What follows belongs to an exercise in optimizing a design on an open flow for small area and a short achievable clock period; a production flow would make more cautious choices.
RTL that was checked went through simulation tests only; none was proved equivalent to the original.
Power figures rest on the tool's default switching activity, not on a simulated workload.

== AL ==
==> flow/design.v <==
module spi_ram_ctrl (
  input  logic       clk,
  input  logic       rst_n,
  input  logic [9:0] din,
  input  logic       rx_valid,
  output logic [7:0] dout,
  output logic       tx_valid,
  output logic       cmd_err
);
  logic        rx_valid_q;
  logic        accept;
  logic [1:0]  opcode;
  logic        wr_addr_vld;
  logic        rd_armed;
  logic [7:0]  wr_addr;
  logic [15:0] rd_lo;
  logic [15:0] rd_hi;
  logic        wr_go;
  logic        rd_fire;
  logic [7:0]  dout_n;
  logic        tx_valid_n;
  logic [7:0]  dout_nxt;
  logic        tx_valid_nxt;
  logic        we_q;
  logic [15:0] we_hi_n;
  logic [15:0] we_lo_n;
  logic [7:0]  wdata_q;
  logic        hit_q;
  logic [7:0]  mem [256];
  logic [7:0]  p   [16];
  logic [7:0]  rd_data;
  assign accept  = rx_valid & ~rx_valid_q;
  assign opcode  = din[9:8];
  assign wr_go   = accept & (opcode == 2'b01) & wr_addr_vld;
  assign rd_fire = accept & (opcode == 2'b11) & rd_armed;
  always_comb begin
    rd_data = '0;
    for (int k = 0; k < 16; k++) rd_data = rd_data | (p[k] & {8{rd_hi[k]}});
  end
  always_comb begin
    dout_nxt     = ~dout_n;
    tx_valid_nxt = ~tx_valid_n;
    if (accept) tx_valid_nxt = (opcode == 2'b11) & rd_armed;
    if (rd_fire) dout_nxt = hit_q ? wdata_q : rd_data;
  end
  always_ff @(posedge clk or negedge rst_n) begin
    if (!rst_n) begin
      dout_n     <= '1;
      tx_valid_n <= 1'b1;
    end else begin
      dout_n     <= ~dout_nxt;
      tx_valid_n <= ~tx_valid_nxt;
    end
  end
  always_ff @(posedge clk or negedge rst_n) begin
    if (!rst_n) begin
      rx_valid_q  <= 1'b0;
      wr_addr_vld <= 1'b0;
      rd_armed    <= 1'b0;
      cmd_err     <= 1'b0;
      tx_valid    <= 1'b0;
      dout        <= '0;
    end else begin
      rx_valid_q <= rx_valid;
      cmd_err    <= accept & (((opcode == 2'b01) & ~wr_addr_vld) |
                              ((opcode == 2'b11) & ~rd_armed));
      tx_valid   <= tx_valid_nxt;
      dout       <= dout_nxt;
      if (accept) begin
        case (opcode)
          2'b00:   wr_addr_vld <= 1'b1;
          2'b10:   rd_armed    <= 1'b1;
          2'b11:   rd_armed    <= 1'b0;
          default: ;
        endcase
      end
    end
  end
  always_ff @(posedge clk) begin
    if (accept & (opcode == 2'b00)) wr_addr <= din[7:0];
    if (accept & (opcode == 2'b10)) begin
      for (int j = 0; j < 16; j++) begin
        rd_lo[j] <= (din[3:0] == 4'(j));
        rd_hi[j] <= (din[7:4] == 4'(j));
      end
    end
    if (accept) wdata_q <= din[7:0];
    we_q <= wr_go;
    for (int j = 0; j < 16; j++) begin
      we_hi_n[j] <= ~(wr_go & (wr_addr[7:4] == 4'(j)));
      we_lo_n[j] <= ~(wr_addr[3:0] == 4'(j));
    end
    hit_q <= we_q & rd_lo[wr_addr[3:0]] & rd_hi[wr_addr[7:4]];
  end
  always_ff @(posedge clk) begin
    for (int r = 0; r < 256; r++) begin
      if (!(we_hi_n[r / 16] | we_lo_n[r % 16])) mem[r] <= wdata_q;
    end
  end
  always_ff @(posedge clk) begin
    for (int k = 0; k < 16; k++) begin
      logic [7:0] acc;
      acc = '0;
      for (int j = 0; j < 16; j++) acc = acc | (mem[16*k + j] & {8{rd_lo[j]}});
      p[k] <= acc;
    end
  end
endmodule
clock: 5.0 ns
lec_check: 0
cap_margin: 20
core_margin: 2
core_utilization: 65
cts_cluster_diameter: 100
cts_cluster_size: 30
setup_slack_margin: 2.9
slew_margin: 20
run.sh (not shown) runs the stock make flow with config.mk's settings and CLKGATE_MAP_FILE= SYNTH_SCRIPT=/design/flow/synth_recipe.tcl, a recipe that flattens the netlist after the stock synthesis.
AL closes out successfully: all stages finished, all timing, DRC and antenna checks passed.
> inputs changed (AL -> TR)
==> flow/design.v <==
module spi_ram_ctrl (
  input  logic       clk,
  input  logic       rst_n,
  input  logic [9:0] din,
  input  logic       rx_valid,
  output logic [7:0] dout,
  output logic       tx_valid,
  output logic       cmd_err
);
  logic        rx_valid_q;
  logic        accept;
  logic [1:0]  opcode;
  logic        wr_addr_vld;
  logic        rd_armed;
  logic [7:0]  wr_addr;
  logic [31:0] rd_lo;
  logic [7:0]  rd_hi;
  logic        wr_go;
  logic        rd_fire;
  logic        we_q;
  logic [15:0] we_hi_n;
  logic [15:0] we_lo_n;
  logic [7:0]  wdata_q;
  logic        hit_q;
  logic [7:0]  mem [256];
  logic [7:0]  p   [8];
  logic [7:0]  rd_data;
  assign accept  = rx_valid & ~rx_valid_q;
  assign opcode  = din[9:8];
  assign wr_go   = accept & (opcode == 2'b01) & wr_addr_vld;
  assign rd_fire = accept & (opcode == 2'b11) & rd_armed;
  always_comb begin
    rd_data = '0;
    for (int k = 0; k < 8; k++) rd_data = rd_data | (p[k] & {8{rd_hi[k]}});
  end
  always_ff @(posedge clk or negedge rst_n) begin
    if (!rst_n) begin
      rx_valid_q  <= 1'b0;
      wr_addr_vld <= 1'b0;
      rd_armed    <= 1'b0;
      cmd_err     <= 1'b0;
      tx_valid    <= 1'b0;
      dout        <= '0;
    end else begin
      rx_valid_q <= rx_valid;
      cmd_err    <= accept & (((opcode == 2'b01) & ~wr_addr_vld) |
                              ((opcode == 2'b11) & ~rd_armed));
      if (accept) begin
        tx_valid <= (opcode == 2'b11) & rd_armed;
        case (opcode)
          2'b00:   wr_addr_vld <= 1'b1;
          2'b10:   rd_armed    <= 1'b1;
          2'b11:   rd_armed    <= 1'b0;
          default: ;
        endcase
      end
      if (rd_fire) begin
        dout <= hit_q ? wdata_q : rd_data;
      end
    end
  end
  always_ff @(posedge clk) begin
    if (accept & (opcode == 2'b00)) wr_addr <= din[7:0];
    if (accept & (opcode == 2'b10)) begin
      for (int j = 0; j < 32; j++) rd_lo[j] <= (din[4:0] == 5'(j));
      for (int j = 0; j < 8; j++)  rd_hi[j] <= (din[7:5] == 3'(j));
    end
    if (accept) wdata_q <= din[7:0];
    we_q <= wr_go;
    for (int j = 0; j < 16; j++) begin
      we_hi_n[j] <= ~(wr_go & (wr_addr[7:4] == 4'(j)));
      we_lo_n[j] <= ~(wr_addr[3:0] == 4'(j));
    end
    hit_q <= we_q & rd_lo[wr_addr[4:0]] & rd_hi[wr_addr[7:5]];
  end
  always_ff @(posedge clk) begin
    for (int r = 0; r < 256; r++) begin
      if (!(we_hi_n[r / 16] | we_lo_n[r % 16])) mem[r] <= wdata_q;
    end
  end
  always_ff @(posedge clk) begin
    for (int k = 0; k < 8; k++) begin
      logic [7:0] acc;
      acc = '0;
      for (int j = 0; j < 32; j++) acc = acc | (mem[32*k + j] & {8{rd_lo[j]}});
      p[k] <= acc;
    end
  end
endmodule
Results
TR vs AL: number of buffers inserted by post-CTS setup repair up in TR
Summary of TR over AL: portion of total power attributed to sequential cells decreased by 0.3 points relative to the old numbers, total power decreased by 2.2% relative to the old numbers.
Diff AL..TR | design area | negligible
Compared with AL, in TR fraction of final layout cells with drive strength greater than 1 increased by 2.8 points relative to the old numbers, global-route wire length before repair increased by 10% relative to the old numbers, number of core rows decreased by 1 relative to the old numbers, global-route usage increased by 5.3 points relative to the old numbers.
In terms of register-to-register slack, TR and AL differ only marginally.
Diff AL -> TR | die boundary height | down slightly
For AL, only the layout was checked, not whether the RTL still works.

port drivers added, routing unchanged:
Ports are ideal in the flow. The routed layouts listed here were re-timed in OpenROAD. Step 1: set_driving_cell puts a clkbuf_16 on clk and a buf_2 on each other input, an assumption about the parent block. Step 2 adds t to the input delays and takes it off the output delays; t is the mean of the earliest and latest rising clock arrival at the registers after step 1. Input paths then give back, and output paths get back, about the clock's delay inside the block. a / b / c = ideal ports / drivers / drivers and shift; a / b = the first two.
| run | shift t [ns] | setup WS [ns] | clock arrival spread, ns |
|---|---|---|---|
| AL | 0.803 | 2.612 / 2.534 / 2.014 | 0.048 / 0.048 |
| TR | 0.795 | 2.606 / 2.531 / 2.228 | 0.034 / 0.035 |
After both steps every run listed still meets setup and hold. The setup slack of AL, which loses most, moves by -0.078 ns with the drivers and by -0.598 ns with both steps.
